What follows belongs to an exercise in optimizing a design on an open flow for small area and a short achievable clock period; a production flow would make more cautious choices. At most, simulation tests tie the RTL to the original design; equivalence was not proved. Only the layout flow was run in runs 1 and 5; the RTL was not checked for function there. No run shown here takes its clock network from TritonCTS; it comes from the design's own scripts or RTL. The clock port is modelled as an ideal driver, which makes a skipped or thinned clock tree look cheaper than it is; a real chip needs a root buffer or a tree. Power figures rest on the tool's default switching activity, not on a simulated workload.

===== flow/design.v =====
`timescale 1ns/1ps
`default_nettype none
package trace_monitor_pkg;
    typedef enum logic [3:0] {
        RANGE_LOWER_EN   = 4'd0,
        RANGE_UPPER_EN   = 4'd1,
        RANGE_LOWER      = 4'd2,
        RANGE_UPPER      = 4'd3,
        TRIGGER_START_EN = 4'd4,
        TRIGGER_END_EN   = 4'd5,
        TRIGGER_START    = 4'd6,
        TRIGGER_END      = 4'd7,
        WFI_STOP         = 4'd8,
        HALT_ON_FULL_EN  = 4'd9,
        FORCED_HALT      = 4'd10
    } ctrl_addr_e;
    typedef struct packed {
        logic [32-1:0]        pc;
        logic [32-1:0] instr;
        logic [32-1:0] delta;
        logic                          last;
    } trace_record_t;
    typedef struct packed {
        logic                   range_lower_en;
        logic                   range_upper_en;
        logic [32-1:0] range_lower;
        logic [32-1:0] range_upper;
        logic                   trigger_start_en;
        logic                   trigger_end_en;
        logic [32-1:0] trigger_start;
        logic [32-1:0] trigger_end;
        logic                   halt_on_full_en;
        logic                   forced_halt;
        logic                   wfi_stop_clear;
    } trace_config_t;
endpackage
`default_nettype wire
`timescale 1ns/1ps
`default_nettype none
module trace_monitor_top (
    input  wire logic                          clk,
    input  wire logic                          rst_n,
    input  wire logic [32-1:0]        pc,
    input  wire logic [32-1:0] instr,
    input  wire logic                          en,
    input  wire logic [3:0]                    ctrl_addr,
    input  wire logic [32-1:0]        ctrl_wdata,
    input  wire logic                          ctrl_write_enable,
    output logic                               tvalid,
    input  wire logic                          tready,
    output logic [(32 + 32 + 32)-1:0]       tdata,
    output logic                               tlast,
    output logic                               halt_cpu
);
    localparam int DEPTH = 8;
    localparam int RW    = (32 + 32 + 32) + 1;
    logic w_lo_en, w_hi_en, w_lo, w_hi, w_ts_en, w_te_en, w_ts, w_te;
    logic w_clr, w_hen, w_frc;
    always_comb begin
        w_lo_en = 1'b0; w_hi_en = 1'b0; w_lo = 1'b0; w_hi = 1'b0;
        w_ts_en = 1'b0; w_te_en = 1'b0; w_ts = 1'b0; w_te = 1'b0;
        w_clr = 1'b0; w_hen = 1'b0; w_frc = 1'b0;
        if (ctrl_write_enable) begin
            case (ctrl_addr)
                4'd0:  w_lo_en = 1'b1;
                4'd1:  w_hi_en = 1'b1;
                4'd2:  w_lo    = 1'b1;
                4'd3:  w_hi    = 1'b1;
                4'd4:  w_ts_en = 1'b1;
                4'd5:  w_te_en = 1'b1;
                4'd6:  w_ts    = 1'b1;
                4'd7:  w_te    = 1'b1;
                4'd8:  w_clr   = 1'b1;
                4'd9:  w_hen   = 1'b1;
                4'd10: w_frc   = 1'b1;
                default: ;
            endcase
        end
    end
    logic        lo_en, hi_en, ts_en, te_en, halt_en, forced, clr;
    logic        lo_wr, hi_wr, ts_wr, te_wr;
    logic [31:0] lo, hi, ts, te;
    logic        lo_en_n, hi_en_n, ts_en_n, te_en_n, halt_en_n, forced_n;
    logic        lo_wr_n, hi_wr_n;
    assign lo_en_n   = w_lo_en ? ctrl_wdata[0] : lo_en;
    assign hi_en_n   = w_hi_en ? ctrl_wdata[0] : hi_en;
    assign ts_en_n   = w_ts_en ? ctrl_wdata[0] : ts_en;
    assign te_en_n   = w_te_en ? ctrl_wdata[0] : te_en;
    assign halt_en_n = w_hen   ? ctrl_wdata[0] : halt_en;
    assign forced_n  = w_frc   ? ctrl_wdata[0] : forced;
    assign lo_wr_n   = lo_wr | w_lo;
    assign hi_wr_n   = hi_wr | w_hi;
    always_ff @(posedge clk or negedge rst_n) begin
        if (!rst_n) begin
            lo_en   <= 1'b0;
            hi_en   <= 1'b0;
            ts_en   <= 1'b0;
            te_en   <= 1'b0;
            halt_en <= 1'b1;
            forced  <= 1'b0;
            clr     <= 1'b0;
            lo_wr   <= 1'b0;
            hi_wr   <= 1'b0;
            ts_wr   <= 1'b0;
            te_wr   <= 1'b0;
        end else begin
            lo_en   <= lo_en_n;
            hi_en   <= hi_en_n;
            ts_en   <= ts_en_n;
            te_en   <= te_en_n;
            halt_en <= halt_en_n;
            forced  <= forced_n;
            clr     <= w_clr;
            lo_wr   <= lo_wr_n;
            hi_wr   <= hi_wr_n;
            ts_wr   <= ts_wr | w_ts;
            te_wr   <= te_wr | w_te;
        end
    end
    always_ff @(posedge clk) begin
        if (w_lo) lo <= ctrl_wdata;
        if (w_hi) hi <= ctrl_wdata;
        if (w_ts) ts <= ctrl_wdata;
        if (w_te) te <= ctrl_wdata;
    end
    logic [31:0] s0_pc, s0_instr, s1_pc, s1_instr;
    logic        s0_wfi, s1_wfi, s0_nz;
    always_ff @(posedge clk or negedge rst_n) begin
        if (!rst_n) begin
            s0_wfi <= 1'b0;
            s1_wfi <= 1'b0;
            s0_nz  <= 1'b0;
        end else begin
            s0_wfi <= (instr == 32'h10500073);
            s1_wfi <= s0_wfi;
            s0_nz  <= (pc != 32'h0);
        end
    end
    always_ff @(posedge clk) begin
        s0_pc    <= pc;
        s0_instr <= instr;
        s1_pc    <= s0_pc;
        s1_instr <= s0_instr;
    end
    logic [1:0] s0_ms, s0_me, eq_wd, eq_ts, eq_te;
    logic       ms, me, sr, er, sr_n, er_n;
    assign eq_wd = {pc[31:16] == ctrl_wdata[31:16], pc[15:0] == ctrl_wdata[15:0]};
    assign eq_ts = ts_wr ? {pc[31:16] == ts[31:16], pc[15:0] == ts[15:0]}
                         : {pc[31:16] == 16'h0, pc[15:0] == 16'h0};
    assign eq_te = te_wr ? {pc[31:16] == te[31:16], pc[15:0] == te[15:0]}
                         : {pc[31:16] == 16'hFFFF, pc[15:0] == 16'hFFFF};
    assign ms   = ts_en && (&s0_ms);
    assign me   = te_en && (&s0_me);
    assign sr_n = me ? 1'b0 : (ms ? 1'b1 : sr);
    assign er_n = me ? 1'b1 : (ms ? 1'b0 : er);
    logic [4:0] wfi_cnt, wfi_cnt_n;
    logic       wf_q, lo_on_q, hi_on_q, win_q, cand_q, ne_h_q, ne_l_q;
    logic       wf_n, win_n, sel;
    always_comb begin
        if (!s1_wfi || clr)
            wfi_cnt_n = '0;
        else if (en && (wfi_cnt < 5'd16))
            wfi_cnt_n = wfi_cnt + 5'd1;
        else
            wfi_cnt_n = wfi_cnt;
    end
    assign wf_n  = s0_wfi && (wfi_cnt_n == 5'd15);
    assign win_n = (sr_n || !ts_en_n) && (!er_n || !te_en_n);
    always_ff @(posedge clk or negedge rst_n) begin
        if (!rst_n) begin
            wfi_cnt <= '0;
            sr      <= 1'b0;
            er      <= 1'b0;
            s0_ms   <= 2'b11;
            s0_me   <= 2'b00;
            win_q   <= 1'b0;
            cand_q  <= 1'b0;
            wf_q    <= 1'b0;
            lo_on_q <= 1'b0;
            hi_on_q <= 1'b0;
        end else begin
            wfi_cnt <= wfi_cnt_n;
            sr      <= sr_n;
            er      <= er_n;
            s0_ms   <= w_ts ? eq_wd : eq_ts;
            s0_me   <= w_te ? eq_wd : eq_te;
            win_q   <= win_n;
            cand_q  <= s0_nz && !s0_wfi;
            wf_q    <= wf_n;
            lo_on_q <= lo_en_n && lo_wr_n;
            hi_on_q <= hi_en_n && hi_wr_n;
        end
    end
    logic lo_gt_h, lo_eq_h, lo_ge_l;
    logic hi_lt_h, hi_eq_h, hi_le_l;
    logic wd_gt_h, wd_lt_h, wd_eq_h, wd_ge_l, wd_le_l;
    logic w_lo_q, w_hi_q;
    logic ge_lo, le_hi, in_range, pre_q;
    logic c_lo_h_gt, c_lo_h_eq, c_lo_l_lt, c_hi_h_lt, c_hi_h_eq, c_hi_l_gt;
    logic c_wd_h_gt, c_wd_h_lt, c_wd_h_eq, c_wd_l_gt, c_wd_l_lt;
    logic [5:0][15:0] cmp_a, cmp_b;
    logic [5:0][3:0]  cmp_g, cmp_l;
    logic [5:0]       cmp_gt, cmp_lt, cmp_eq;
    assign cmp_a = {s0_pc[15:0], s0_pc[31:16], s0_pc[15:0], s0_pc[31:16],
                    s0_pc[15:0], s0_pc[31:16]};
    assign cmp_b = {ctrl_wdata[15:0], ctrl_wdata[31:16], hi[15:0], hi[31:16],
                    lo[15:0], lo[31:16]};
    always_comb begin
        for (int c = 0; c < 6; c++) begin
            for (int k = 0; k < 4; k++) begin
                cmp_g[c][k] = (cmp_a[c][4*k +: 4] > cmp_b[c][4*k +: 4]);
                cmp_l[c][k] = (cmp_a[c][4*k +: 4] < cmp_b[c][4*k +: 4]);
            end
            cmp_gt[c] = cmp_g[c][3] || (!cmp_l[c][3] && (cmp_g[c][2] || (!cmp_l[c][2] &&
                        (cmp_g[c][1] || (!cmp_l[c][1] && cmp_g[c][0])))));
            cmp_lt[c] = cmp_l[c][3] || (!cmp_g[c][3] && (cmp_l[c][2] || (!cmp_g[c][2] &&
                        (cmp_l[c][1] || (!cmp_g[c][1] && cmp_l[c][0])))));
            cmp_eq[c] = !(|cmp_g[c]) && !(|cmp_l[c]);
        end
    end
    assign c_lo_h_gt = cmp_gt[0];
    assign c_lo_h_eq = cmp_eq[0];
    assign c_lo_l_lt = cmp_lt[1];
    assign c_hi_h_lt = cmp_lt[2];
    assign c_hi_h_eq = cmp_eq[2];
    assign c_hi_l_gt = cmp_gt[3];
    assign c_wd_h_gt = cmp_gt[4];
    assign c_wd_h_lt = cmp_lt[4];
    assign c_wd_h_eq = cmp_eq[4];
    assign c_wd_l_gt = cmp_gt[5];
    assign c_wd_l_lt = cmp_lt[5];
    always_ff @(posedge clk) begin
        lo_gt_h <= c_lo_h_gt;
        lo_eq_h <= c_lo_h_eq;
        lo_ge_l <= !c_lo_l_lt;
        hi_lt_h <= c_hi_h_lt;
        hi_eq_h <= c_hi_h_eq;
        hi_le_l <= !c_hi_l_gt;
        wd_gt_h <= c_wd_h_gt;
        wd_lt_h <= c_wd_h_lt;
        wd_eq_h <= c_wd_h_eq;
        wd_ge_l <= !c_wd_l_lt;
        wd_le_l <= !c_wd_l_gt;
        ne_h_q  <= (s0_pc[31:16] != pc[31:16]);
        ne_l_q  <= (s0_pc[15:0]  != pc[15:0]);
        w_lo_q  <= w_lo;
        w_hi_q  <= w_hi;
    end
    assign ge_lo    = w_lo_q ? (wd_gt_h || (wd_eq_h && wd_ge_l))
                             : (lo_gt_h || (lo_eq_h && lo_ge_l));
    assign le_hi    = w_hi_q ? (wd_lt_h || (wd_eq_h && wd_le_l))
                             : (hi_lt_h || (hi_eq_h && hi_le_l));
    assign in_range = (!lo_on_q || ge_lo) && (!hi_on_q || le_hi);
    assign sel      = (((ne_h_q || ne_l_q) && cand_q) || wf_q) && win_q;
    assign pre_q    = sel && in_range;
    logic          full_q, cap_v, cap_v_n, load, push, cap_hold;
    logic [31:0]   delta;
    logic [RW-1:0] cap;
    assign load    = en && pre_q && (!cap_v || !full_q);
    assign push    = cap_v && !full_q;
    assign cap_v_n = load || (cap_v && full_q);
    always_ff @(posedge clk or negedge rst_n) begin
        if (!rst_n) begin
            delta    <= '0;
            cap_v    <= 1'b0;
            cap_hold <= 1'b0;
        end else begin
            if (load)
                delta <= 32'd1;
            else if (delta != 32'hFFFF_FFFF)
                delta <= delta + 32'd1;
            cap_v    <= cap_v_n;
            cap_hold <= cap_v_n && full_n;
        end
    end
    always_ff @(posedge clk) begin
        if (!cap_hold)
            cap <= {s1_instr, s1_pc, delta, wf_q};
    end
    logic [DEPTH-1:0][RW-1:0] mem;
    logic [DEPTH-1:0]         wr_oh, rd_oh, wr_oh_n, rd_oh_n, we_q, rd_sel;
    logic [3:0]               count, count_n;
    logic                     ne_q, pop, take_rdy, full_n, ne_n, tv_n, c7_q, c1_q;
    assign take_rdy = tv_n || tready;
    assign pop      = ne_q && take_rdy;
    always_comb begin
        count_n = count;
        if (push && !pop)
            count_n = count + 4'd1;
        else if (!push && pop)
            count_n = count - 4'd1;
    end
    assign full_n  = !pop && (full_q || (c7_q && push));
    assign ne_n    = push || (ne_q && !(c1_q && pop));
    assign wr_oh_n = push ? {wr_oh[DEPTH-2:0], wr_oh[DEPTH-1]} : wr_oh;
    assign rd_oh_n = pop  ? {rd_oh[DEPTH-2:0], rd_oh[DEPTH-1]} : rd_oh;
    always_ff @(posedge clk or negedge rst_n) begin
        if (!rst_n) begin
            wr_oh    <= DEPTH'(1);
            rd_oh    <= DEPTH'(1);
            count    <= '0;
            full_q   <= 1'b0;
            ne_q     <= 1'b0;
            c7_q     <= 1'b0;
            c1_q     <= 1'b0;
            halt_cpu <= 1'b0;
            tvalid   <= 1'b0;
            tv_n     <= 1'b1;
        end else begin
            wr_oh    <= wr_oh_n;
            rd_oh    <= rd_oh_n;
            count    <= count_n;
            full_q   <= full_n;
            ne_q     <= ne_n;
            c7_q     <= (count_n == 4'(DEPTH - 1));
            c1_q     <= (count_n == 4'd1);
            halt_cpu <= (halt_en_n && full_n) || forced_n;
            if (take_rdy) begin
                tvalid <= ne_q;
                tv_n   <= !ne_q;
            end
        end
    end
    always_ff @(posedge clk) begin
        we_q   <= (cap_v_n && !full_n) ? wr_oh_n : '0;
        rd_sel <= rd_oh_n;
    end
    always_ff @(posedge clk) begin
        for (int i = 0; i < DEPTH; i++) begin
            if (we_q[i])
                mem[i] <= cap;
        end
    end
    logic [RW-1:0] out_q, out_d;
    always_comb begin
        out_d = {RW{!take_rdy}} & out_q;
        for (int i = 0; i < DEPTH; i++)
            out_d = out_d | ({RW{take_rdy && rd_sel[i]}} & mem[i]);
    end
    always_ff @(posedge clk) begin
        out_q <= out_d;
    end
    assign tdata = out_q[RW-1:1];
    assign tlast = out_q[0];
endmodule
`default_nettype wire

===== flow/flow/run.sh =====
#!/bin/bash
# Standard ORFS layout (the standard.sh, standard synthesis unchanged),
# with two changes:
#  - the port buffers are plain buf cells instead of the delay-cell buffer
#    that buffer_ports picks by default;
#  - the clock tree is built by flow/mcts_hook.tcl (run as the CTS step's
#    PRE_CTS_TCL hook): four root buffers on the clock port, each driving
#    leaf buffers of at most 24 flip-flops; the rest of the CTS step (timing
#    repair, legalisation) runs as usual.
# ORFS writes each tool's log under orfs/logs/; make's output goes to
# flow_make.log here.
set -euo pipefail
here=$(pwd)
export BUFFER_PORTS_ARGS="-buffer_cell sky130_fd_sc_hd__buf_2"
export MCTS_TCL="$here/flow/mcts.tcl"
export PRE_CTS_TCL="$here/flow/mcts_hook.tcl"
bash standard.sh finish > flow_make.log 2>&1

===== flow/flow/mcts.tcl =====
# Two-level clock tree: K leaf buffers at the centres of a k-means clustering
# of the clock sinks, and NROOT root buffers on the clock net, each at the
# centre of its group of leaf buffers (k-means on the leaf centres).
proc build_tree {K leafmaster rootmaster} {
  set db [ord::get_db]
  set block [ord::get_db_block]
  set clknet [$block findNet clk]
  set pts {}
  set its {}
  foreach it [$clknet getITerms] {
    set inst [$it getInst]
    set bb [$inst getBBox]
    lappend pts [list [expr {([$bb xMin]+[$bb xMax])/2.0}] [expr {([$bb yMin]+[$bb yMax])/2.0}]]
    lappend its $it
  }
  set n [llength $pts]
  # init centres: spread over sorted order
  set cs {}
  set sorted [lsort -real -index 0 $pts]
  for {set k 0} {$k < $K} {incr k} { lappend cs [lindex $sorted [expr {int(($k+0.5)*$n/$K)}]] }
  for {set iter 0} {$iter < 15} {incr iter} {
    set sx {}; set sy {}; set sc {}
    for {set k 0} {$k < $K} {incr k} { lappend sx 0.0; lappend sy 0.0; lappend sc 0 }
    set asg {}
    foreach p $pts {
      set px [lindex $p 0]; set py [lindex $p 1]
      set best 0; set bd 1e30
      for {set k 0} {$k < $K} {incr k} {
        set c [lindex $cs $k]
        set d [expr {abs($px-[lindex $c 0]) + abs($py-[lindex $c 1])}]
        if {$d < $bd} { set bd $d; set best $k }
      }
      lappend asg $best
      lset sx $best [expr {[lindex $sx $best]+$px}]
      lset sy $best [expr {[lindex $sy $best]+$py}]
      lset sc $best [expr {[lindex $sc $best]+1}]
    }
    set ncs {}
    for {set k 0} {$k < $K} {incr k} {
      set c [lindex $sc $k]
      if {$c > 0} { lappend ncs [list [expr {[lindex $sx $k]/$c}] [expr {[lindex $sy $k]/$c}]] } else { lappend ncs [lindex $cs $k] }
    }
    set cs $ncs
  }
  # cap each cluster at CAP sinks: move a full cluster's farthest sinks to
  # the nearest cluster that has room
  set CAP $::LEAF_CAP
  for {set k 0} {$k < $K} {incr k} { set members($k) {} }
  set i 0
  foreach a $asg { lappend members($a) $i; incr i }
  for {set k 0} {$k < $K} {incr k} {
    if {[llength $members($k)] <= $CAP} continue
    set c [lindex $cs $k]
    set byd {}
    foreach m $members($k) {
      set p [lindex $pts $m]
      lappend byd [list $m [expr {abs([lindex $p 0]-[lindex $c 0]) + abs([lindex $p 1]-[lindex $c 1])}]]
    }
    set byd [lsort -real -decreasing -index 1 $byd]
    while {[llength $members($k)] > $CAP} {
      set m [lindex [lindex $byd 0] 0]
      set byd [lrange $byd 1 end]
      set p [lindex $pts $m]
      set best -1; set bd 1e30
      for {set j 0} {$j < $K} {incr j} {
        if {$j == $k || [llength $members($j)] >= $CAP} continue
        set q [lindex $cs $j]
        set d [expr {abs([lindex $p 0]-[lindex $q 0]) + abs([lindex $p 1]-[lindex $q 1])}]
        if {$d < $bd} { set bd $d; set best $j }
      }
      if {$best < 0} break
      set idx [lsearch -exact $members($k) $m]
      set members($k) [lreplace $members($k) $idx $idx]
      lappend members($best) $m
      lset asg $m $best
    }
  }
  # leaf buffers at the centre of their final clusters
  for {set k 0} {$k < $K} {incr k} {
    if {[llength $members($k)] == 0} continue
    set x 0.0; set y 0.0
    foreach m $members($k) { set p [lindex $pts $m]; set x [expr {$x+[lindex $p 0]}]; set y [expr {$y+[lindex $p 1]}] }
    set n_k [llength $members($k)]
    lset cs $k [list [expr {$x/$n_k}] [expr {$y/$n_k}]]
  }
  set lm [$db findMaster $leafmaster]
  set rm [$db findMaster $rootmaster]
  # R roots, each at the centre of its group of leaves (k-means on the leaf centres)
  set R $::NROOT
  set rc {}
  set lsorted [lsort -real -index 1 $cs]
  for {set r 0} {$r < $R} {incr r} { lappend rc [lindex $lsorted [expr {int(($r+0.5)*$K/$R)}]] }
  for {set iter 0} {$iter < 20} {incr iter} {
    set rasg {}
    set sx {}; set sy {}; set sc {}
    for {set r 0} {$r < $R} {incr r} { lappend sx 0.0; lappend sy 0.0; lappend sc 0 }
    foreach c $cs {
      set best 0; set bd 1e30
      for {set r 0} {$r < $R} {incr r} {
        set q [lindex $rc $r]
        set d [expr {abs([lindex $c 0]-[lindex $q 0]) + abs([lindex $c 1]-[lindex $q 1])}]
        if {$d < $bd} { set bd $d; set best $r }
      }
      lappend rasg $best
      lset sx $best [expr {[lindex $sx $best]+[lindex $c 0]}]
      lset sy $best [expr {[lindex $sy $best]+[lindex $c 1]}]
      lset sc $best [expr {[lindex $sc $best]+1}]
    }
    set nrc {}
    for {set r 0} {$r < $R} {incr r} {
      set c [lindex $sc $r]
      if {$c > 0} { lappend nrc [list [expr {[lindex $sx $r]/$c}] [expr {[lindex $sy $r]/$c}]] } else { lappend nrc [lindex $rc $r] }
    }
    set rc $nrc
  }
  # balance the roots: at most ceil(K/R) leaves each, moving a full root's
  # farthest leaves to the nearest root with room
  set RCAP [expr {int(ceil(double($K) / $R))}]
  for {set r 0} {$r < $R} {incr r} { set rmem($r) {} }
  set k 0
  foreach a $rasg { lappend rmem($a) $k; incr k }
  for {set r 0} {$r < $R} {incr r} {
    if {[llength $rmem($r)] <= $RCAP} continue
    set q [lindex $rc $r]
    set byd {}
    foreach m $rmem($r) {
      set c [lindex $cs $m]
      lappend byd [list $m [expr {abs([lindex $c 0]-[lindex $q 0]) + abs([lindex $c 1]-[lindex $q 1])}]]
    }
    set byd [lsort -real -decreasing -index 1 $byd]
    while {[llength $rmem($r)] > $RCAP} {
      set m [lindex [lindex $byd 0] 0]
      set byd [lrange $byd 1 end]
      set c [lindex $cs $m]
      set best -1; set bd 1e30
      for {set j 0} {$j < $R} {incr j} {
        if {$j == $r || [llength $rmem($j)] >= $RCAP} continue
        set q2 [lindex $rc $j]
        set d [expr {abs([lindex $c 0]-[lindex $q2 0]) + abs([lindex $c 1]-[lindex $q2 1])}]
        if {$d < $bd} { set bd $d; set best $j }
      }
      if {$best < 0} break
      set idx [lsearch -exact $rmem($r) $m]
      set rmem($r) [lreplace $rmem($r) $idx $idx]
      lappend rmem($best) $m
      lset rasg $m $best
    }
  }
  # each root at the centre of its leaves
  for {set r 0} {$r < $R} {incr r} {
    if {[llength $rmem($r)] == 0} continue
    set x 0.0; set y 0.0
    foreach m $rmem($r) { set c [lindex $cs $m]; set x [expr {$x+[lindex $c 0]}]; set y [expr {$y+[lindex $c 1]}] }
    set n_r [llength $rmem($r)]
    lset rc $r [list [expr {$x/$n_r}] [expr {$y/$n_r}]]
  }
  for {set r 0} {$r < $R} {incr r} {
    set q [lindex $rc $r]
    set root [odb::dbInst_create $block $rm mclk_root_$r]
    $root setLocation [expr {int([lindex $q 0])}] [expr {int([lindex $q 1])}]; $root setPlacementStatus PLACED
    set rnet($r) [odb::dbNet_create $block mclk_root_net_$r]
    $rnet($r) setSigType CLOCK
    [$root findITerm A] connect $clknet
    [$root findITerm X] connect $rnet($r)
  }
  for {set k 0} {$k < $K} {incr k} {
    set c [lindex $cs $k]
    set b [odb::dbInst_create $block $lm mclk_leaf_$k]
    $b setLocation [expr {int([lindex $c 0])}] [expr {int([lindex $c 1])}]; $b setPlacementStatus PLACED
    set ln [odb::dbNet_create $block mclk_leaf_net_$k]
    $ln setSigType CLOCK
    [$b findITerm A] connect $rnet([lindex $rasg $k])
    [$b findITerm X] connect $ln
    set lnets($k) $ln
  }
  set i 0
  foreach it $its {
    set k [lindex $asg $i]
    $it disconnect
    $it connect $lnets($k)
    incr i
  }
  puts "built tree: $n sinks, $K leaves"
}

===== flow/flow/mcts_hook.tcl =====
# PRE_CTS_TCL hook: build the clock tree here instead of with TritonCTS.
# Four root buffers (the clock port feeds only these) each drive a group of
# leaf buffers; each leaf buffer drives at most 24 flip-flops placed near it
# (k-means on the flip-flops' positions). The tree is balanced by
# construction only (equal depth for every flip-flop), not skewed.
source $::env(MCTS_TCL)
set ::NROOT 4
set ::LEAF_CAP 24
set nsinks [llength [[[ord::get_db_block] findNet clk] getITerms]]
build_tree [expr {int(ceil($nsinks / 22.0))}] sky130_fd_sc_hd__clkbuf_16 sky130_fd_sc_hd__clkbuf_16
set_propagated_clock [all_clocks]
# the tree is in place: the step's own clock_tree_synthesis call does nothing
rename clock_tree_synthesis __tritoncts_unused
proc clock_tree_synthesis {args} { puts "clock tree built by mcts_hook.tcl" }

===== flow/standard.sh =====
#!/bin/bash
# synth_recipe.tcl (not shown) runs the flow's synth.tcl, then flattens the netlist and writes it again
# the make line also repeats each setting of config.mk as NAME=value (left out here)
make -C /OpenROAD-flow-scripts/flow DESIGN_CONFIG=/design/flow/config.mk WORK_HOME=/design/flow/orfs CLKGATE_MAP_FILE= SYNTH_SCRIPT=/design/flow/synth_recipe.tcl "${@:-finish}"

===== flow/config.mk =====
export PLATFORM = sky130hd
export DESIGN_NAME = trace_monitor_top
export DESIGN_NICKNAME = trace_monitor_top
export VERILOG_FILES = /design/flow/design.v
export SDC_FILE = /design/flow/constraint.sdc
export NUM_CORES = 4
export LEC_CHECK = 0
export ABC_CLOCK_PERIOD_IN_PS = 1800
export CAP_MARGIN = 20
export CORE_MARGIN = 2
export CORE_UTILIZATION = 60
export SETUP_SLACK_MARGIN = 1.6
export SLEW_MARGIN = 20

===== flow/constraint.sdc =====
create_clock -name core_clock -period 3.5 [get_ports {clk}]
set_input_delay 0.7000 -clock core_clock [delete_from_list [all_inputs] [get_ports {clk}]]
set_output_delay 0.7000 -clock core_clock [all_outputs]
set_load 0.01 [all_outputs]

==> results of run 1 <==
==> per-stage QoR <==
stage	total power, mW	instance area [µm²]	instances	util (%)	hold slack, ns
after floorplan	19.4	49900	2970	-	0.310
after global placement	20.3	51900	4136	64.6	0.311
after detailed placement	20.4	51900	4137	64.7	0.312
after CTS	28.1	54200	4258	67.5	0.135
after global routing	28.9	54700	4289	68.2	0.149
final	28.0	54700	4290	68.2	0.131
==> cell families (layout without fill, tap and decap cells) <==
family | after synthesis | in the layout | synth area share [%]
multiplexers | 26 | 26 | 0.593
other | 0 | 1 | 0
buffers and inverters | 242 | 492 | 1.91
flip-flops | 1348 | 1348 | 77.2
adder cells (fa/ha/maj) | 99 | 99 | 2.55
AND/OR/NAND/NOR | 499 | 507 | 5.72
XOR/XNOR | 141 | 141 | 2.55
AO/OA/AOI/OAI | 615 | 616 | 9.44
==> final cells by class <==
| type | instances | area (µm²) | area share (%) |
|---|---|---|---|
| diodes | 1 | 2.50 | 0.00457 |
| plain buffers | 66 | 1650 | 3.02 |
| repair buffers | 335 | 2560 | 4.68 |
| well taps | 1060 | 1330 | 2.42 |
| flip-flops and latches | 1348 | 37600 | 68.6 |
| inverters | 91 | 355 | 0.649 |
| multi-input cells | 1389 | 11300 | 20.6 |
==> worst max-delay path, delay by kind of cell (launching register included) <==
family / cells / cell delay [ns]
DFF: 1 / 0.62
buffers and inverters: 2 / 0.47
and+or+nand+nor: 2 / 0.13
AOI/OAI and AO/OA: 2 / 0.46
==> what timing repair did <==
action | CTS | global route
gates resized for setup | 43 | 50
gates cloned | 10 | 5
endpoints found under the setup margin | 139 | 84
setup buffers | 45 | 26
pin swaps | 9 | 23
hold endpoints to repair | 0 | 0
==> per-layer routing <==
metal  track usage, %  routed length (µm)  vias to the layer above
met5                0                   0                        -
met4             6.92                3660                        0
met3             2.75                8270                      192
met2             52.1               63500                     1096
met1             38.8               48200                    14200
li1                 -                   -                    12100
==> cell usage after synthesis (all sizes together) (9+ instances only) <==
master,instances
edfxtp,1001
dfxtp,256
a22oi,202
o21ai,141
clkbuf,115
ha,99
xor2,99
nand4,97
inv,91
dfrtp,85
nand3,84
a221o,83
nand2,74
nor2,58
xnor2,42
a221oi,36
buf,36
nor4,36
a22o,34
a222oi,30
nor2b,29
a21oi,27
mux2,22
nor3,21
o21a,21
and3,18
nand2b,17
nor4bb,17
and2,16
a21o,9
or2,9
==> placed cells by master (no fill, tap or decap), drive strengths merged, types with 30 or more instances in the layout <==
cell type | synthesis | layout
edfxtp | 1001 | 1001
buf | 36 | 330
dfxtp | 256 | 256
a22oi | 202 | 202
o21ai | 141 | 141
xor2 | 99 | 99
ha | 99 | 99
nand4 | 97 | 97
inv | 91 | 90
dfrtp | 85 | 85
nand3 | 84 | 84
a221o | 83 | 83
nand2 | 74 | 74
clkbuf | 115 | 70
nor2 | 58 | 58
xnor2 | 42 | 42
a221oi | 36 | 36
nor4 | 36 | 36
a22o | 34 | 34
a222oi | 30 | 30
==> final timing paths <==
path / slack, ns / to
setup / recovery: 1.56 / out_q[57]
hold / removal: 0.13 / halt_cpu
setup reg to reg: 1.56 / out_q[57]
hold reg to reg: 0.32 / s1_instr[16]
max in group asynchronous: 2.55 / s0_ms[1]
min in group core_clock: 0.30 / s0_instr[21]
==> power by group through the flow <==
stage | clock, mW | combinational [mW] | sequential [mW]
2_1_floorplan | 0 | 0.949 | 18.5
3_3_place_gp | 0 | 1.68 | 18.6
3_5_place_dp | 0 | 1.74 | 18.6
4_1_cts | 8.06 | 1.80 | 18.3
5_1_grt | 8.58 | 1.99 | 18.3
6_report | 7.95 | 1.82 | 18.3
==> notes.md, run 1 <==
outcome finished clean; worst vdd ir 481 µV; first-pass GRT wire length around 180,000 µm; final net count 3,435; Ports about 200; Slew headroom 44.2%; syn_nets ~3,200; synthesized cell area approximately 49,000 µm²; final setup TNS 0 ns; Yosys cell types slightly above 60; Die H 288 µm; data arrival time of the critical path approximately 2.3 ns; fin worst setup slack 1.56 ns; biggest regs mem: 776 flops, cap: 97 flops, out_q: 97 flops; switching fraction of total power 22.2%; Total GRT Usage 29.1%; reg-to-reg startpoint tv_n; Post-synth EDFFs between 1,000 and 1,500; DRT antenna net count 0; Highest Clock Rate 0.515 GHz; Synth top area share 62.0%; FP Rows 104; Post-route DRC 0; minimum clock period a little under 2 ns; Internal about 22 mW; Clock power frac between 20 and 30%; Synth Register Bits 1,348; 1st-iter DRT viols 2,963; Setup crit start kind register; # setup viols final 0; final worst path period share 55.4%; initial antenna violation count 0; Overflow after GRT 0; crit path cell chain buf_4 > nor2_4 > buf_4 > a221o_1 > o21ai_0 > nand4_1; area grow syn2layout 12.8%; Power Density around 510 nW/µm²; Crit path required time 3.83 ns; final slew viol count 0; max reg flops 776; Seq pwr share 65.1%; Final HPWL DP 70,400 µm; main area contributors after synthesis edfxtp_1 (62%), dfxtp_1 (11%), dfrtp_1 (4.4%), a22oi_1 (3.1%), ha_1 (2.6%); RSZ-0062 raised after global routing yes; Die X about 290 µm; WS Path Type register to register; crit path from tv_n; Worst-path clk slew roughly 0.1 ns; total leakage power 19.4 nW; final hold vios 0; pin count of the biggest net entering global routing 98; leading area contributor after synthesis edfxtp_1; Detailed Routing Iterations Pass 1 6; via count 27,600; Ys Warns 1; drt total wl 124,000 µm; Via density ~6.4; Worst setup EP type register; asr flop ratio synth 6.75%; pre-CTS setup slack 0.840 ns; Seq/Total Area, Yosys ~77%; die area between 80,000 and 90,000 µm²; initial core utilization 60.4%; critical path's slowest cell dfstp_2; Clk Latency, worst-skew pair 0.52 ns; CORE AREA 80,300 µm²; crit-path max FO between 40 and 50; GPL Wtd Cong 0.817; Max stage delay on crit path a little over 0.6 ns; skew final approximately 0.074 ns; Critical Path Most Common Cell buf_4; layout cells sized above 1 20.9%; MaxCap Viol Count 0; worst slew pin tran 0.837 ns; Avg Synthesized Cell Area 16.3 µm²; IO Port Bufs 203; ys flop type edfxtp_1; Reg2Reg Depth 6; Syn Inst Count 2,970; WL/cell slightly below 30 µm; number of global-route vias before repair 27,300; NetSw ~6.2 mW; cts hold-fix bufs 0; FILL cells 5,337; Hold Path Class primary input to asynchronous set/reset pin; Gate power share 6.5%; Reg with most FFs mem
==> run 2, diff against run 1 <==
--- a/flow/design.v
+++ b/flow/design.v
@@ -256,6 +256,7 @@
     logic          full_q, cap_v, cap_v_n, load, push, cap_hold;
     logic [31:0]   delta;
+    logic          lo1_q, sat_q;
     logic [RW-1:0] cap;
-    assign load    = en && pre_q && (!cap_v || !full_q);
+    assign load    = en && pre_q && !cap_hold;
     assign push    = cap_v && !full_q;
     assign cap_v_n = load || (cap_v && full_q);
@@ -263,11 +264,19 @@
         if (!rst_n) begin
             delta    <= '0;
+            lo1_q    <= 1'b0;
+            sat_q    <= 1'b0;
             cap_v    <= 1'b0;
             cap_hold <= 1'b0;
         end else begin
             if (load)
-                delta <= 32'd1;
-            else if (delta != 32'hFFFF_FFFF)
-                delta <= delta + 32'd1;
+                delta[15:0] <= 16'd1;
+            else if (!sat_q)
+                delta[15:0] <= delta[15:0] + 16'd1;
+            if (load)
+                delta[31:16] <= 16'd0;
+            else if (!sat_q && lo1_q)
+                delta[31:16] <= delta[31:16] + 16'd1;
+            lo1_q    <= !load && (sat_q || (delta[15:0] == 16'hFFFE));
+            sat_q    <= !load && (sat_q || (delta == 32'hFFFF_FFFE));
             cap_v    <= cap_v_n;
             cap_hold <= cap_v_n && full_n;
@@ -332,12 +341,14 @@
         end
     end
-    logic [RW-1:0] out_q, out_d;
+    logic [RW-1:0] out_q;
+    logic [RW-1:0] head;
     always_comb begin
-        out_d = {RW{!take_rdy}} & out_q;
+        head = '0;
         for (int i = 0; i < DEPTH; i++)
-            out_d = out_d | ({RW{take_rdy && rd_sel[i]}} & mem[i]);
+            head = head | ({RW{rd_sel[i]}} & mem[i]);
     end
     always_ff @(posedge clk) begin
-        out_q <= out_d;
+        if (take_rdy)
+            out_q <= head;
     end
     assign tdata = out_q[RW-1:1];
==> notes.md, run 2 <==
outcome finished clean; final worst path period share 55.2%; syn_nets 3,037; Worst-path clk slew 0.10 ns; fin worst setup slack ~1.6 ns; Via density 6.26; NetSw 5.80 mW; MaxCap Viol Count 0; biggest regs mem: 776 flops, cap: 97 flops, out_q: 97 flops; drt total wl 111,000 µm; via count 25,700; final slew viol count 0; max reg flops ~780; initial core utilization 60.5%; main area contributors after synthesis edfxtp_1 (68%), dfxtp_1 (6.6%), a22oi_1 (6.0%), dfrtp_1 (4.5%), ha_1 (2.6%); pre-CTS setup slack approximately 0.81 ns; Ports 204; Setup crit start kind primary input; reg2reg end wd_eq_h; WS Path Type primary input to register; initial antenna violation count 5; Worst setup EP type register; WL/cell 27.2 µm; Post-synth EDFFs 1,098; R2R setup slack 1.59 ns; layout cells sized above 1 15.3%; asr flop ratio synth 6.89%; Internal 21.8 mW; Die H 289 µm; FP Rows 104; Synth top area share 67.9%; FILL cells roughly 5,500; Ys Warns 1; minimum clock period ~1.9 ns; Core Util, Final 66.5%; most frequent cell after synthesis edfxtp_1; Hold Path Class primary input to asynchronous set/reset pin; # setup viols final 0; area grow syn2layout 9.97%; die area 83,200 µm²; final setup TNS 0 ns; Power Density around 520 nW/µm²; crit-path max FO 6; Synth Register Bits 1,350; Slew headroom 39.9%; worst vdd ir 475 µV; Seq/Total Area, Yosys 79.2%; CORE AREA 80,300 µm²; Die X about 290 µm; Highest Clock Rate about 0.52 GHz; Syn Inst Count between 2,000 and 3,000; Crit path required time between 3 and 4 ns; most common cell after layout, fill and taps aside edfxtp_1; Seq pwr share 66.3%; commonest non-fill, non-tap cells in the layout edfxtp_1 (1,098), a22oi_1 (390), buf_2 (193), nand4_1 (136), dfxtp_1 (125); cts hold-fix bufs 0; Clock power frac 28.6%; final hold vios 0; DRT antenna net count 0; IO Port Bufs 203; GPL Wtd Cong 0.896; Final HPWL DP 63,400 µm; Detailed Routing Iterations Pass 1 5; Avg Synthesized Cell Area 17.2 µm²; RSZ-0062 raised after global routing yes; Total GRT Usage about a quarter; switching fraction of total power 21.0%; Overflow after GRT 0; ys flop type edfxtp_1; Yosys cell types 63; Clk Latency, worst-skew pair 0.50 ns; worst slew pin tran 0.901 ns; total leakage power 18.5 nW; skew final 0.0514 ns; number of diodes 0; Reg with most FFs mem; synthesized cell area between 40,000 and 50,000 µm²; Gate power share 5.0%; leading area contributor after synthesis edfxtp_1; number of global-route vias before repair 25,900; Post-route DRC 0; 1st-iter DRT viols 2,412; synth cell count leaders edfxtp_1 (1,098), a22oi_1 (390), dfxtp_1 (159); reg-to-reg startpoint s0_pc[20]; data arrival time of the critical path about 2.4 ns; pin count of the biggest net entering global routing 98; Reg2Reg Depth 6; final net count roughly 3,200; first-pass GRT wire length 163,000 µm
-- run 2: layout make-up --
cell class | count | area (µm²) | share of cell area [%]
timing repair buffer | 270 | 1880 | 3.52
sequential | 1350 | 38600 | 72.2
buffer | 66 | 1650 | 3.09
multi-input combinational | 1250 | 9560 | 17.9
inverter | 100 | 409 | 0.766
tap | 1060 | 1330 | 2.48
-- run 2: through the flow --
stage	std cells	hold WS (ns)	total power, mW	instance area (µm²)
2_1_floorplan	2831	0.310	19.3	48800
3_3_place_gp	4011	0.310	19.9	51300
3_5_place_dp	4012	0.312	20.0	51300
4_1_cts	4086	0.241	27.7	53100
5_1_grt	4096	0.290	28.4	53400
6_report	4096	0.250	27.6	53400
-- run 2: layer usage --
metal,share of wire (%),global-route usage (%),vias to the layer above
met5,0.037,0,-
met4,2.5,5.88,6
met3,6.0,2.24,150
met2,51,45.7,841
met1,41,37.2,13200
li1,-,-,11400
-- run 2: power groups by stage --
stage	clock network, mW	registers [mW]	logic (mW)
3_5_place_dp	0	18.6	1.32
2_1_floorplan	0	18.6	0.712
3_3_place_gp	0	18.6	1.28
4_1_cts	8.05	18.3	1.35
6_report	7.89	18.3	1.38
5_1_grt	8.56	18.3	1.53
-- run 2: worst max-delay path by stage --
stage	from	end	slack (ns)	cells past startpoint
after global placement	instr[25]	s0_wfi	-0.58	4
after global routing	ctrl_wdata[22]	wd_eq_h	1.53	7
after detailed placement	instr[24]	s0_wfi	0.81	5
final	ctrl_wdata[23]	wd_eq_h	1.57	7
after CTS	wd_ge_l	cap_hold	1.60	7
after floorplan	cap_hold	cap_hold	0.75	6
-- run 2: kinds of logic (layout without fill, tap and decap cells) --
| kind of cell | Yosys count | after routing | share of synthesized area [%] |
|---|---|---|---|
| buffers and inverters | 231 | 436 | 1.82 |
| XOR/XNOR | 146 | 146 | 2.63 |
| AO/OA/AOI/OAI | 540 | 540 | 7.99 |
| flip-flops | 1350 | 1350 | 79.2 |
| adder cells (fa/ha/maj) | 101 | 101 | 2.60 |
| AND/OR/NAND/NOR | 439 | 439 | 5.17 |
| multiplexers | 24 | 24 | 0.551 |
-- run 2: timing repair --
| item | CTS | global route |
|---|---|---|
| setup endpoints to repair | 126 | 29 |
| buffers inserted | 8 | 10 |
| gates resized for setup | 18 | 62 |
| gates cloned | 0 | 0 |
| pin swaps | 2 | 12 |
-- run 2: critical path, stage by stage --
cell	delay (ns)
buf_4	0.13
inv_1	0.08
ha_4	0.27
nand4_1	0.14
or2_4	0.28
or4b_4	0.50
nor4_4	0.27
==> run 3, diff against run 2 <==
--- a/flow/design.v
+++ b/flow/design.v
@@ -216,5 +216,5 @@
             cmp_lt[c] = cmp_l[c][3] || (!cmp_g[c][3] && (cmp_l[c][2] || (!cmp_g[c][2] &&
                         (cmp_l[c][1] || (!cmp_g[c][1] && cmp_l[c][0])))));
-            cmp_eq[c] = !(|cmp_g[c]) && !(|cmp_l[c]);
+            cmp_eq[c] = (cmp_a[c] == cmp_b[c]);
         end
     end
--- a/flow/config.mk
+++ b/flow/config.mk
@@ -10,4 +10,4 @@
 export CORE_MARGIN = 2
 export CORE_UTILIZATION = 60
-export SETUP_SLACK_MARGIN = 1.6
+export SETUP_SLACK_MARGIN = 1.68
 export SLEW_MARGIN = 20
==> notes.md, run 3 <==
FP Rows 104; Via density between 6 and 7; Max stage delay on crit path 0.51 ns; WL/cell 27.3 µm; Slew headroom 43.1%; worst hold margin about 0.18 ns; Setup crit start kind register; final hold vios 0; Yosys cell types between 60 and 70; outcome finished clean; crit-path max FO 1; Core Util, Final around two thirds; length of routed met2 wiring 56,600 µm; die area 83,100 µm²; Final HPWL DP 62,100 µm; GPL Wtd Cong 0.910; WS Path Type register to output pin; final net count about 3,200; Clk Latency, worst-skew pair just over 0.5 ns; ys flop type edfxtp_1; Reg2Reg Depth 7; worst slew pin tran 0.853 ns; final setup TNS 0 ns; Synth top area share a little under 70%; leading area contributor after synthesis edfxtp_1; via count 25,600; Crit path required time 2.80 ns; # setup viols final 0; CORE AREA 80,300 µm²; RSZ-0062 raised after global routing yes; Avg Synthesized Cell Area 17.2 µm²; initial core utilization 60.4%; cts hold-fix bufs 0; Die X 288 µm; Die H between 200 and 300 µm; drt total wl 111,000 µm; most common cell after layout, fill and taps aside edfxtp_1; DRT antenna net count 0; synthesized cell area between 40,000 and 50,000 µm²; M1 WL 45,700 µm; initial antenna violation count 1; number of diodes 0; family with the most delay on the worst path flip-flops; first-pass GRT wire length around 160,000 µm; WP depth 1; Highest Clock Rate 0.522 GHz; FILL cells 5,494; number of global-route vias before repair around 26,000; final slew viol count 0; critical path's slowest cell edfxtp_1; Power Density 527 nW/µm²; Worst setup EP type output pin; Post-synth EDFFs 1,098; data arrival time of the critical path between 1 and 1.5 ns; top sig layer met4; IO Port Bufs 203; max reg flops 776; asr flop ratio synth 6.89%; Ys Warns 1; Post-route DRC 0; Reg with most FFs mem; Worst-path clk slew 0.12 ns; Synth Register Bits 1,350; Hold Path Class primary input to asynchronous set/reset pin; total leakage power around 18 nW; final worst path period share 54.7%; minimum clock period 1.92 ns; pin count of the biggest net entering global routing 98; Total GRT Usage around a quarter; MaxCap Viol Count 0; CP Buf/Inv Count 1; synth cell count leaders edfxtp_1 (1,098), a22oi_1 (393), dfxtp_1 (159); crit path cell chain buf_2; WL met3 between 5000 and 6000 µm; syn_nets 3,016; Overflow after GRT 0; most frequent cell after synthesis edfxtp_1; total power approximately 28 mW; Seq/Total Area, Yosys 79.4%; worst vdd ir 499 µV; commonest non-fill, non-tap cells in the layout edfxtp_1 (1,098), a22oi_1 (393), buf_2 (199), nand4_1 (140), dfxtp_1 (131); 1st-iter DRT viols 2,193; layout cells sized above 1 between 10 and 15%; main area contributors after synthesis edfxtp_1 (68%), dfxtp_1 (6.6%), a22oi_1 (6.1%), dfrtp_1 (4.5%), ha_1 (2.6%); Detailed Routing Iterations Pass 1 5; skew final 0.0644 ns; Syn Inst Count 2,810; biggest regs mem: 776 flops, cap: 97 flops, out_q: 97 flops; area grow syn2layout 9.55%; Ports 204
## run 3: cells by family after synthesis
family                     after synthesis  share of synthesized area (%)
and+or+nand+nor                        440                           5.18
adders and majority gates              101                           2.61
muxes                                   24                          0.552
DFF                                   1350                           79.4
buffers and inverters                  225                           1.77
xor gates and xnor gates               143                           2.58
AOI/OAI and AO/OA                      527                           7.90
## run 3: per-stage QoR
step                      cell area [µm²]  worst slack, ns  std cells
after floorplan                     48700            0.766       2810
after global placement              51200            0.813       3994
after detailed placement            51200            0.883       3994
after CTS                           52900             1.56       4063
after global routing                53100             1.55       4069
final                               53100             1.58       4069
## run 3: power breakdown
part           internal, mW  switching, mW  leakage [nW]
combinational         0.541          0.841          4.82
clock                  3.35           4.94         0.813
sequential             17.9          0.412          12.8
total                  21.8           6.20          18.5
## run 3: worst paths after layout
kind / end / from / slack, ns
worst min register to register: s1_instr[5] / s0_instr[5] / 0.33
max in group asynchronous: s0_ms[0] / rst_n / 2.58
min in group core_clock: s0_instr[2] / instr[2] / 0.29
worst max register to register: s0_me[1] / te[24] / 1.69
worst max-delay path: tlast / out_q[0] / 1.58
worst min-delay path: wr_oh[7] / rst_n / 0.18
## run 3: repair_timing
item	4_1_cts	5_1_grt
buffers inserted	3	6
setup endpoints to repair	95	52
gates resized for setup	25	34
pin swaps	4	10
## run 3: area by class of cell
cell class                      instances  area [µm²]  area share (%)
Buffer                                 66        1650            3.11
Inverter                               96         379           0.714
Multi-Input combinational cell       1235        9380            17.7
Sequential cell                      1350       38600            72.7
Tap cell                             1060        1330            2.50
Timing Repair Buffer                  262        1780            3.35
## run 3: routing by layer
layer  global-route usage [%]  vias to the layer above
li1                         -                    11300
met2                     46.1                      820
met4                     6.18                        0
met1                     36.8                    13300
met3                     2.68                      153
met5                        0                        -
==> run 4, diff against run 3 <==
--- a/flow/config.mk
+++ b/flow/config.mk
@@ -10,4 +10,4 @@
 export CORE_MARGIN = 2
 export CORE_UTILIZATION = 60
-export SETUP_SLACK_MARGIN = 1.68
+export SETUP_SLACK_MARGIN = 1.6
 export SLEW_MARGIN = 20
==> notes.md, run 4 <==
Finished Layout Cells between 4,000 and 5,000; pre-CTS setup slack 0.696 ns; Detailed Routing Iterations Pass 1 6; initial antenna violation count 0; first-pass GRT wire length roughly 170,000 µm; via count 25,700; worst slew pin tran 1.07 ns; Max stage delay on crit path 0.50 ns; Worst-path clk slew 0.11 ns; Power Density between 500 and 600 nW/µm²; DRT antenna net count 0; crit-path max FO 1; max reg flops 776; initial core utilization 60.4%; main area contributors after synthesis edfxtp_1 (68%), dfxtp_1 (6.6%), a22oi_1 (6.1%), dfrtp_1 (4.5%), ha_1 (2.6%); cts hold-fix bufs 0; final setup TNS 0 ns; pin count of the biggest net entering global routing 98; Via density between 6 and 7; placed instance count ~4,000; Seq/Total Area, Yosys approximately 79%; WL/cell 27.4 µm; area grow syn2layout 9.53%; family with the most delay on the worst path flip-flops; leading area contributor after synthesis edfxtp_1; reg2reg end s0_ms[0]; most common cell after layout, fill and taps aside edfxtp_1; Ys Warns 1; Worst setup EP type output pin; Ports 204; critical path's slowest cell edfxtp_1; layout cells sized above 1 14.3%; final slew viol count 0; Clk Latency, worst-skew pair 0.54 ns; Crit path required time 2.80 ns; Post-route DRC 0; Syn Inst Count 2,810; syn_nets 3,016; final net count about 3,200; fin worst setup slack 1.58 ns; FP Rows 104; # setup viols final 0; Final HPWL DP about 64,000 µm; final worst path period share around 55%; Hold Path Class primary input to asynchronous set/reset pin; biggest regs mem: 776 flops, cap: 97 flops, out_q: 97 flops; WS Path Type register to output pin; Slew headroom 28.8%; R2R setup slack 1.64 ns; synth cell count leaders edfxtp_1 (1,098), a22oi_1 (393), dfxtp_1 (159); total power 27.9 mW; Die X a little under 300 µm; minimum clock period approximately 1.9 ns; RSZ-0062 raised after global routing yes; worst hold margin 0.146 ns; most frequent cell after synthesis edfxtp_1; 1st-iter DRT viols 2,256; total leakage power 18.5 nW; ys flop type edfxtp_1; data arrival time of the critical path 1.22 ns; synthesized cell area 48,500 µm²; final hold vios 0; IO Port Bufs 203; Total GRT Usage 26.8%; asr flop ratio synth 6.89%; worst vdd ir 433 µV; Highest Clock Rate 0.522 GHz; Reg2Reg Depth 5; outcome finished clean; Die H around 290 µm; Reg with most FFs mem; MaxCap Viol Count 0; skew final 0.0825 ns; Yosys cell types 61; Post-synth EDFFs about 1,100; crit path cell chain buf_2; CP endpoint tlast; CORE AREA 80,300 µm²; crit path from out_q[0]; die area 83,100 µm²; WP depth 1; reg-to-reg startpoint ts[12]; GPL Wtd Cong 0.893; Setup crit start kind register; Synth top area share 68.0%; Avg Synthesized Cell Area ~17 µm²; number of global-route vias before repair 26,000; commonest non-fill, non-tap cells in the layout edfxtp_1 (1,098), a22oi_1 (393), buf_2 (202), nand4_1 (140), dfxtp_1 (135); Synth Register Bits 1,350; CP Buf/Inv Count 1; Overflow after GRT 0; drt total wl 112,000 µm
==> run 4: worst register-to-register path: cells and delay by family (launching register included) <==
| family | cells | cell delay, ns |
|---|---|---|
| xor gates and xnor gates | 1 | 0.29 |
| AOI/OAI and AO/OA | 2 | 0.47 |
| and+or+nand+nor | 2 | 0.61 |
| DFF | 1 | 0.39 |
==> run 4: worst min path at each step <==
stage / from / to / depth (start not counted) / slack (ns)
2_1_floorplan: s0_instr[0] / s1_instr[0] / 0 / 0.31
3_3_place_gp: s0_instr[11] / s1_instr[11] / 0 / 0.31
3_5_place_dp: s0_instr[6] / s1_instr[6] / 0 / 0.31
4_1_cts: rst_n / s0_me[1] / 1 / 0.12
5_1_grt: rst_n / count[3] / 1 / 0.15
6_report: rst_n / halt_cpu / 1 / 0.15
==> run 4: cell families (layout without fill, tap and decap cells) <==
group	count (synthesis)	in the layout	synth area share, %
multiplexers	24	24	0.552
buffers and inverters	225	436	1.77
XOR/XNOR	143	143	2.58
AO/OA/AOI/OAI	527	528	7.90
other	0	1	0
flip-flops	1350	1350	79.4
adder cells (fa/ha/maj)	101	101	2.61
AND/OR/NAND/NOR	440	440	5.18
==> run 4: through the flow <==
stage                     cell area, µm²  util, %
after floorplan                    48600        -
after global placement             51200     63.7
after detailed placement           51200     63.8
after CTS                          53000     66.0
after global routing               53100     66.1
final                              53100     66.1
==> run 4: per-layer routing <==
layer  track usage [%]  routed length, µm
met3              2.52               7390
met2              46.0              56100
met5                 0                  0
met1              37.9              45800
met4              5.85               2710
==> run 4: report_power, final <==
part | leakage [nW] | switching [mW] | internal [mW]
clock | 0.813 | 4.84 | 3.34
sequential | 12.8 | 0.428 | 17.9
combinational | 4.83 | 0.844 | 0.541
total | 18.5 | 6.11 | 21.8
==> run 4: repair_timing <==
item,4_1_cts,5_1_grt
pin swaps,3,1
setup endpoints to repair,95,37
gates resized for setup,15,12
setup buffers,5,9
cloned,1,0
==> run 4: final cells by class <==
cell class	count	area [µm²]
sequential	1350	38600
fill	5422	27200
multi-input combinational	1236	9320
timing repair buffer	274	1850
buffer	66	1650
tap	1060	1330
inverter	96	374
antenna	1	2.50
==> run 5, diff against run 4 <==
--- a/flow/design.v
+++ b/flow/design.v
@@ -342,13 +342,12 @@
     end
     logic [RW-1:0] out_q;
-    logic [RW-1:0] head;
+    logic [RW-1:0] out_d;
     always_comb begin
-        head = '0;
+        out_d = {RW{!take_rdy}} & out_q;
         for (int i = 0; i < DEPTH; i++)
-            head = head | ({RW{rd_sel[i]}} & mem[i]);
+            out_d = out_d | ({RW{take_rdy && rd_sel[i]}} & mem[i]);
     end
     always_ff @(posedge clk) begin
-        if (take_rdy)
-            out_q <= head;
+        out_q <= out_d;
     end
     assign tdata = out_q[RW-1:1];
==> notes.md, run 5 <==
synthesized cell area 48,400 µm²; final hold vios 0; most frequent cell after synthesis edfxtp_1; Ports 204; worst hold margin just over 0.3 ns; Core Util, Final 66.1%; final slew viol count 0; Simple-Gate Fraction of Synth Area 5.22%; # setup viols final 0; MaxCap Viol Count 0; syn_nets between 3,000 and 4,000; met2 Use GR 49.3%; pin count of the biggest net entering global routing 98; layout cells sized above 1 13.7%; Synth Area in Adders between 2 and 3%; final setup TNS 0 ns; Internal between 20 and 25 mW; Final HPWL DP 68,200 µm; Power Density around 530 nW/µm²; Ys Warns 1; Hold Path Class primary input to asynchronous set/reset pin; portion of netlist area occupied by mux cells less than 1%; max reg flops 776; commonest non-fill, non-tap cells in the layout edfxtp_1 (1,001), dfxtp_1 (226), buf_2 (202), a22oi_1 (178), nor2_1 (150); drt total wl 114,000 µm; Compound-Gate Fraction of Synth Area 9.58%; leading area contributor after synthesis edfxtp_1; data arrival time of the critical path 2.27 ns; Synth Register Bits roughly 1,400; worst vdd ir between 400 and 500 µV; Syn Inst Count 2,990; Worst-path clk slew 0.09 ns; 1st-iter DRT viols 2,066; CORE AREA 80,200 µm²; via count 26,500; number of global-route vias before repair approximately 27,000; Setup crit start kind register; Clk Latency, worst-skew pair 0.51 ns; GRT met3 Usage between 2 and 2.5%; ys flop type edfxtp_1; M1 GR Usage between 30 and 40%; final net count 3,387; GPL Wtd Cong 0.872; post-synthesis xor/xnor area fraction 2.61%; Overflow after GRT 0; Via density 6.26; asr flop ratio synth 6.89%; pre-CTS setup slack ~0.99 ns; switching fraction of total power 22.1%; Avg Synthesized Cell Area approximately 16 µm²; biggest regs mem: 776 flops, cap: 97 flops, out_q: 97 flops; Worst setup EP type register; NetSw between 6 and 7 mW; Total GRT Usage between 20 and 30%; layer with the highest usage met2; Synth top area share 62.1%; WL/cell 27.0 µm; skew final slightly above 0.06 ns; total power 28.0 mW; WS Path Type register to register; Die H 288 µm; die area 83,000 µm²; IO Port Bufs 203; Gate power share 6.0%; Seq/Total Area, Yosys 77.5%; initial core utilization 60.4%; final worst path period share 53.6%; Reg with most FFs mem; Clock power frac 28.3%; main area contributors after synthesis edfxtp_1 (62%), dfxtp_1 (11%), dfrtp_1 (4.5%), a22oi_1 (2.8%), ha_1 (2.6%); most common cell after layout, fill and taps aside edfxtp_1; Crit path required time a little under 4 ns; Die X 288 µm; total leakage power about 19 nW; Seq pwr share between 60% and 70%; Post-synth EDFFs between 1,000 and 1,500; main combinational cell family by area after synthesis compound AO/OA/AOI/OAI gates; Highest Clock Rate about 0.53 GHz; synth cell count leaders edfxtp_1 (1,001), dfxtp_1 (256), a22oi_1 (178); Post-route DRC 0; RSZ-0062 raised after global routing yes; DRT antenna net count 0; minimum clock period 1.88 ns; first-pass GRT wire length 168,000 µm; FP Rows 104; initial antenna violation count 3; Slew headroom roughly two fifths; worst slew pin tran 0.925 ns; crit-path max FO 2; outcome finished clean; Yosys cell types 61; fin worst setup slack between 1.5 and 2 ns; Detailed Routing Iterations Pass 1 8; area grow syn2layout 9.42%; cts hold-fix bufs 0
run 5: power groups by stage:
stage | clock network (mW) | logic [mW] | registers [mW]
final | 7.90 | 1.68 | 18.4
after global routing | 8.55 | 1.87 | 18.4
after CTS | 8.04 | 1.69 | 18.4
after detailed placement | 0 | 1.67 | 18.7
after global placement | 0 | 1.62 | 18.7
after floorplan | 0 | 0.900 | 18.6
run 5: kinds of logic after synthesis:
kind of cell,count (synthesis)
adder cells (fa/ha/maj),101
AND/OR/NAND/NOR,490
buffers and inverters,247
XOR/XNOR,144
AO/OA/AOI/OAI,634
flip-flops,1350
multiplexers,24
run 5: final timing paths:
path / start / endpoint / slack, ns / cells past startpoint
setup reg to reg: delta[7] / sat_q / 1.62 / 6
setup / recovery: delta[7] / sat_q / 1.62 / 6
hold reg to reg: s0_instr[15] / s1_instr[15] / 0.31 / 0
min in group core_clock: s0_instr[15] / s1_instr[15] / 0.31 / 0
max in group asynchronous: rst_n / s0_ms[1] / 2.26 / 2
hold / removal: rst_n / tvalid / 0.31 / 1
run 5: through the flow:
step | cell area [µm²] | std cells
detailed placement | 51000 | 4155
floorplan | 48700 | 2990
CTS | 52800 | 4230
global route | 53000 | 4239
global placement | 51000 | 4155
finish | 53000 | 4240
run 5: per-layer routing:
layer / part of all wire (%) / up-vias / wire, µm
li1: - / 11900 / -
met1: 40 / 13700 / 46000
met2: 53 / 791 / 60100
met3: 5.3 / 131 / 6060
met4: 2.0 / 0 / 2280
met5: 0 / - / 0
run 5: layout make-up:
class,instances,area (µm²)
inverters,95,363
repair buffers,274,1800
plain buffers,66,1650
diodes,1,2.50
well taps,1060,1330
multi-input cells,1394,10200
fillers,5635,27200
flip-flops and latches,1350,37600
run 5: what timing repair did:
item                                    in CTS  in global routing
pin swaps                                    5                 10
resized for setup                           21                 24
endpoints found under the setup margin      53                 49
cloned                                       1                  0
buffers inserted                             8                  9
run 5: worst max-delay path: stages (launching register included):
cell and delay [ns]:
dfrtp_2 0.38, and4_4 0.22, and3_4 0.19, and4_4 0.23, nand4_1 0.13, or4_1 0.51
a21oi_2 0.12
==> run 6, diff against run 5 <==
--- a/flow/design.v
+++ b/flow/design.v
@@ -206,16 +206,14 @@
     assign cmp_b = {ctrl_wdata[15:0], ctrl_wdata[31:16], hi[15:0], hi[31:16],
                     lo[15:0], lo[31:16]};
-    always_comb begin
-        for (int c = 0; c < 6; c++) begin
-            for (int k = 0; k < 4; k++) begin
-                cmp_g[c][k] = (cmp_a[c][4*k +: 4] > cmp_b[c][4*k +: 4]);
-                cmp_l[c][k] = (cmp_a[c][4*k +: 4] < cmp_b[c][4*k +: 4]);
-            end
-            cmp_gt[c] = cmp_g[c][3] || (!cmp_l[c][3] && (cmp_g[c][2] || (!cmp_l[c][2] &&
-                        (cmp_g[c][1] || (!cmp_l[c][1] && cmp_g[c][0])))));
-            cmp_lt[c] = cmp_l[c][3] || (!cmp_g[c][3] && (cmp_l[c][2] || (!cmp_g[c][2] &&
-                        (cmp_l[c][1] || (!cmp_g[c][1] && cmp_l[c][0])))));
-            cmp_eq[c] = (cmp_a[c] == cmp_b[c]);
+    for (genvar c = 0; c < 6; c++) begin : g_cmp
+        for (genvar k = 0; k < 4; k++) begin : g_nib
+            assign cmp_g[c][k] = (cmp_a[c][4*k+3:4*k] > cmp_b[c][4*k+3:4*k]);
+            assign cmp_l[c][k] = (cmp_a[c][4*k+3:4*k] < cmp_b[c][4*k+3:4*k]);
         end
+        assign cmp_gt[c] = cmp_g[c][3] || (!cmp_l[c][3] && (cmp_g[c][2] || (!cmp_l[c][2] &&
+                           (cmp_g[c][1] || (!cmp_l[c][1] && cmp_g[c][0])))));
+        assign cmp_lt[c] = cmp_l[c][3] || (!cmp_g[c][3] && (cmp_l[c][2] || (!cmp_g[c][2] &&
+                           (cmp_l[c][1] || (!cmp_g[c][1] && cmp_l[c][0])))));
+        assign cmp_eq[c] = (cmp_a[c] == cmp_b[c]);
     end
     assign c_lo_h_gt = cmp_gt[0];
@@ -342,12 +340,13 @@
     end
     logic [RW-1:0] out_q;
-    logic [RW-1:0] out_d;
+    logic [RW-1:0] head;
     always_comb begin
-        out_d = {RW{!take_rdy}} & out_q;
+        head = '0;
         for (int i = 0; i < DEPTH; i++)
-            out_d = out_d | ({RW{take_rdy && rd_sel[i]}} & mem[i]);
+            head = head | ({RW{rd_sel[i]}} & mem[i]);
     end
     always_ff @(posedge clk) begin
-        out_q <= out_d;
+        if (take_rdy)
+            out_q <= head;
     end
     assign tdata = out_q[RW-1:1];
--- a/flow/config.mk
+++ b/flow/config.mk
@@ -9,5 +9,5 @@
 export CAP_MARGIN = 20
 export CORE_MARGIN = 2
-export CORE_UTILIZATION = 60
-export SETUP_SLACK_MARGIN = 1.6
+export CORE_UTILIZATION = 65
+export SETUP_SLACK_MARGIN = 1.65
 export SLEW_MARGIN = 20
==> notes.md, run 6 <==
Ports roughly 200; 1st-iter DRT viols 2,535; asr flop ratio synth 6.89%; FILL cells 4,631; skew final 0.0580 ns; critical path's slowest cell edfxtp_1; minimum clock period about 1.9 ns; worst slew pin tran 0.789 ns; Reg2Reg Depth 7; pin count of the biggest net entering global routing around 100; most frequent cell after synthesis edfxtp_1; main combinational cell family by area after synthesis compound AO/OA/AOI/OAI gates; Worst-path clk slew 0.11 ns; CP Buf/Inv Count 1; worst vdd ir about 530 µV; Crit path required time 2.80 ns; Via density 6.45; WP depth 1; Hold Path Class primary input to asynchronous set/reset pin; total power 27.6 mW; Slew headroom 47.4%; Clock power frac 28.8%; WL/cell 27.5 µm; GPL Wtd Cong 0.865; drt total wl 110,000 µm; Core Util, Final a little under three quarters; Seq. cell area 38,600 µm²; portion of netlist area occupied by mux cells 0.552%; layout cells sized above 1 14.2%; CORE AREA 74,200 µm²; switching fraction of total power 21.2%; final slew viol count 0; post-synthesis xor/xnor area fraction 2.56%; initial antenna violation count 2; Gate power share 4.9%; area of the multi-input gates 9350 µm²; MaxCap Viol Count 0; Synth Register Bits 1,350; Finished Cell Area 53,000 µm²; IO Port Bufs just over 200; Overflow after GRT 0; max reg flops 776; via count 25,700; Seq pwr share between 60% and 70%; family with the most delay on the worst path flip-flops; Reg with most FFs mem; Seq/Total Area, Yosys 79.3%; total leakage power 18.4 nW; Ys Warns 1; Worst setup EP type output pin; Detailed Routing Iterations Pass 1 5; Die X 277 µm; final setup TNS 0 ns; final hold vios 0; most common cell after layout, fill and taps aside edfxtp_1; Final HPWL DP just over 60,000 µm; Post-synth EDFFs 1,098; Post-route DRC 0; Simple-Gate Fraction of Synth Area 5.25%; final worst path period share 54.4%; NetSw roughly 6 mW; first-pass GRT wire length 163,000 µm; crit-path max FO 1; commonest non-fill, non-tap cells in the layout edfxtp_1 (1,098), a22oi_1 (392), buf_2 (202), nand4_1 (143), dfxtp_1 (137); DRT antenna net count 0; Avg Synthesized Cell Area 17.2 µm²; leading area contributor after synthesis edfxtp_1; Synth top area share 67.9%; initial core utilization 65.4%; Max stage delay on crit path 0.51 ns; Internal 21.8 mW; Clk Latency, worst-skew pair 0.50 ns; synthesized cell area 48,500 µm²; Placed Area 51,000 µm²; Compound-Gate Fraction of Synth Area 7.89%; Power Density 521 nW/µm²; final net count around 3,200; FP Rows 100; synth cell count leaders edfxtp_1 (1,098), a22oi_1 (392), dfxtp_1 (159); # setup viols final 0; outcome finished clean; data arrival time of the critical path 1.21 ns; Highest Clock Rate 0.525 GHz; Die H 277 µm; WS Path Type register to output pin; ys flop type edfxtp_1; area grow syn2layout 9.14%; Total GRT Usage 28.4%; Setup crit start kind register; number of global-route vias before repair 25,900; die area 76,900 µm²; crit path cell chain buf_2; RSZ-0062 raised after global routing yes; main area contributors after synthesis edfxtp_1 (68%), dfxtp_1 (6.6%), a22oi_1 (6.1%), dfrtp_1 (4.5%), ha_1 (2.6%); Syn Inst Count roughly 2,800; biggest regs mem: 776 flops, cap: 97 flops, out_q: 97 flops; Synth Area in Adders 2.60%; worst hold margin around 0.2 ns; syn_nets 3,021; Yosys cell types 67
## run 6: final cells by class
type / count / area share, %
Antenna cell: 1 / 0.00472
Buffer: 66 / 3.12
Inverter: 95 / 0.709
Multi-Input combinational cell: 1240 / 17.7
Sequential cell: 1350 / 72.8
Tap cell: 969 / 2.29
Timing Repair Buffer: 265 / 3.41
Timing Repair inverter: 1 / 0.0142
## run 6: timing repair
| action | 4_1_cts | 5_1_grt |
|---|---|---|
| endpoints found under the setup margin | 208 | 50 |
| hold buffers | 0 | 0 |
| pin swaps | 3 | 3 |
| cloned | 1 | 0 |
| resized for setup | 15 | 17 |
| buffers inserted | 6 | 6 |
## run 6: final timing paths
| kind | start | endpoint | slack (ns) |
|---|---|---|---|
| hold / removal | rst_n | ne_q | 0.20 |
| setup / recovery | out_q[47] | tdata[46] | 1.59 |
| max in group asynchronous | rst_n | s0_ms[1] | 2.51 |
| hold reg to reg | s0_instr[3] | s1_instr[3] | 0.33 |
| setup reg to reg | te[25] | s0_me[1] | 1.65 |
| min in group core_clock | s0_instr[3] | s1_instr[3] | 0.33 |
## run 6: logic make-up after synthesis
kind of cell	count (synthesis)
buffers and inverters	225
xor gates and xnor gates	142
adders and majority gates	101
muxes	24
AOI/OAI and AO/OA	530
DFF	1350
and+or+nand+nor	443
## run 6: power groups by stage
stage               combinational [mW]  sequential (mW)  clock (mW)
floorplan                        0.731             18.6           0
global route                      1.50             18.4        8.57
detailed placement                1.29             18.7           0
CTS                               1.33             18.3        8.07
global placement                  1.24             18.6           0
finish                            1.36             18.3        7.96
## run 6: through the flow
| stage | setup slack (ns) | std cells |
|---|---|---|
| global placement | -0.0228 | 3906 |
| global route | 1.58 | 3986 |
| CTS | 1.59 | 3980 |
| floorplan | 0.744 | 2815 |
| finish | 1.59 | 3987 |
| detailed placement | 0.860 | 3907 |
## run 6: routing by layer
layer	part of all wire, %	up-vias	wire (µm)	global-route usage (%)
li1	-	11300	-	-
met1	41	13200	45500	40.9
met2	50	987	54700	48.4
met3	6.3	149	6930	2.39
met4	2.4	0	2690	5.84
met5	0	-	0	0

==> afterwards: timing with drivers on the ports <==
Ports are ideal in the flow. The routed layouts listed here were re-timed in OpenROAD. Step 1 assumes that a clkbuf_16 drives the clock port and a buf_2 every other input. Step 2 moves the port delays by t, midway between the first and last clock arrival at a register: inputs arrive t later, outputs are due t later. That takes back most of the time a late clock gives input paths. a / b / c = no drivers / after step 1 / after step 2; a / b = the first two.
run | t, ns | setup slack, ns | hold WS [ns] | worst setup path at the end | worst register clock-pin slew, ns
run 1 | 0.633 | 1.560 / 1.522 / 1.102 | 0.131 / 0.011 / 0.318 | input to register | 0.10 / 0.10
run 2 | 0.610 | 1.569 / 1.483 / 1.021 | 0.250 / 0.145 / 0.320 | input to register | 0.11 / 0.11
run 3 | 0.618 | 1.584 / 1.447 / 1.236 | 0.176 / 0.063 / 0.334 | input to register | 0.12 / 0.12
run 4 | 0.619 | 1.583 / 1.458 / 1.136 | 0.146 / 0.044 / 0.336 | input to register | 0.12 / 0.12
run 5 | 0.621 | 1.623 / 1.507 / 1.166 | 0.307 / 0.199 / 0.307 | input to register | 0.11 / 0.11
run 6 | 0.615 | 1.595 / 1.451 / 1.169 | 0.197 / 0.095 / 0.329 | input to register | 0.11 / 0.11
After both steps every run listed still meets setup and hold. For run 2, which loses most, drivers alone change the setup slack by -0.086 ns; drivers and shift together by -0.548 ns.
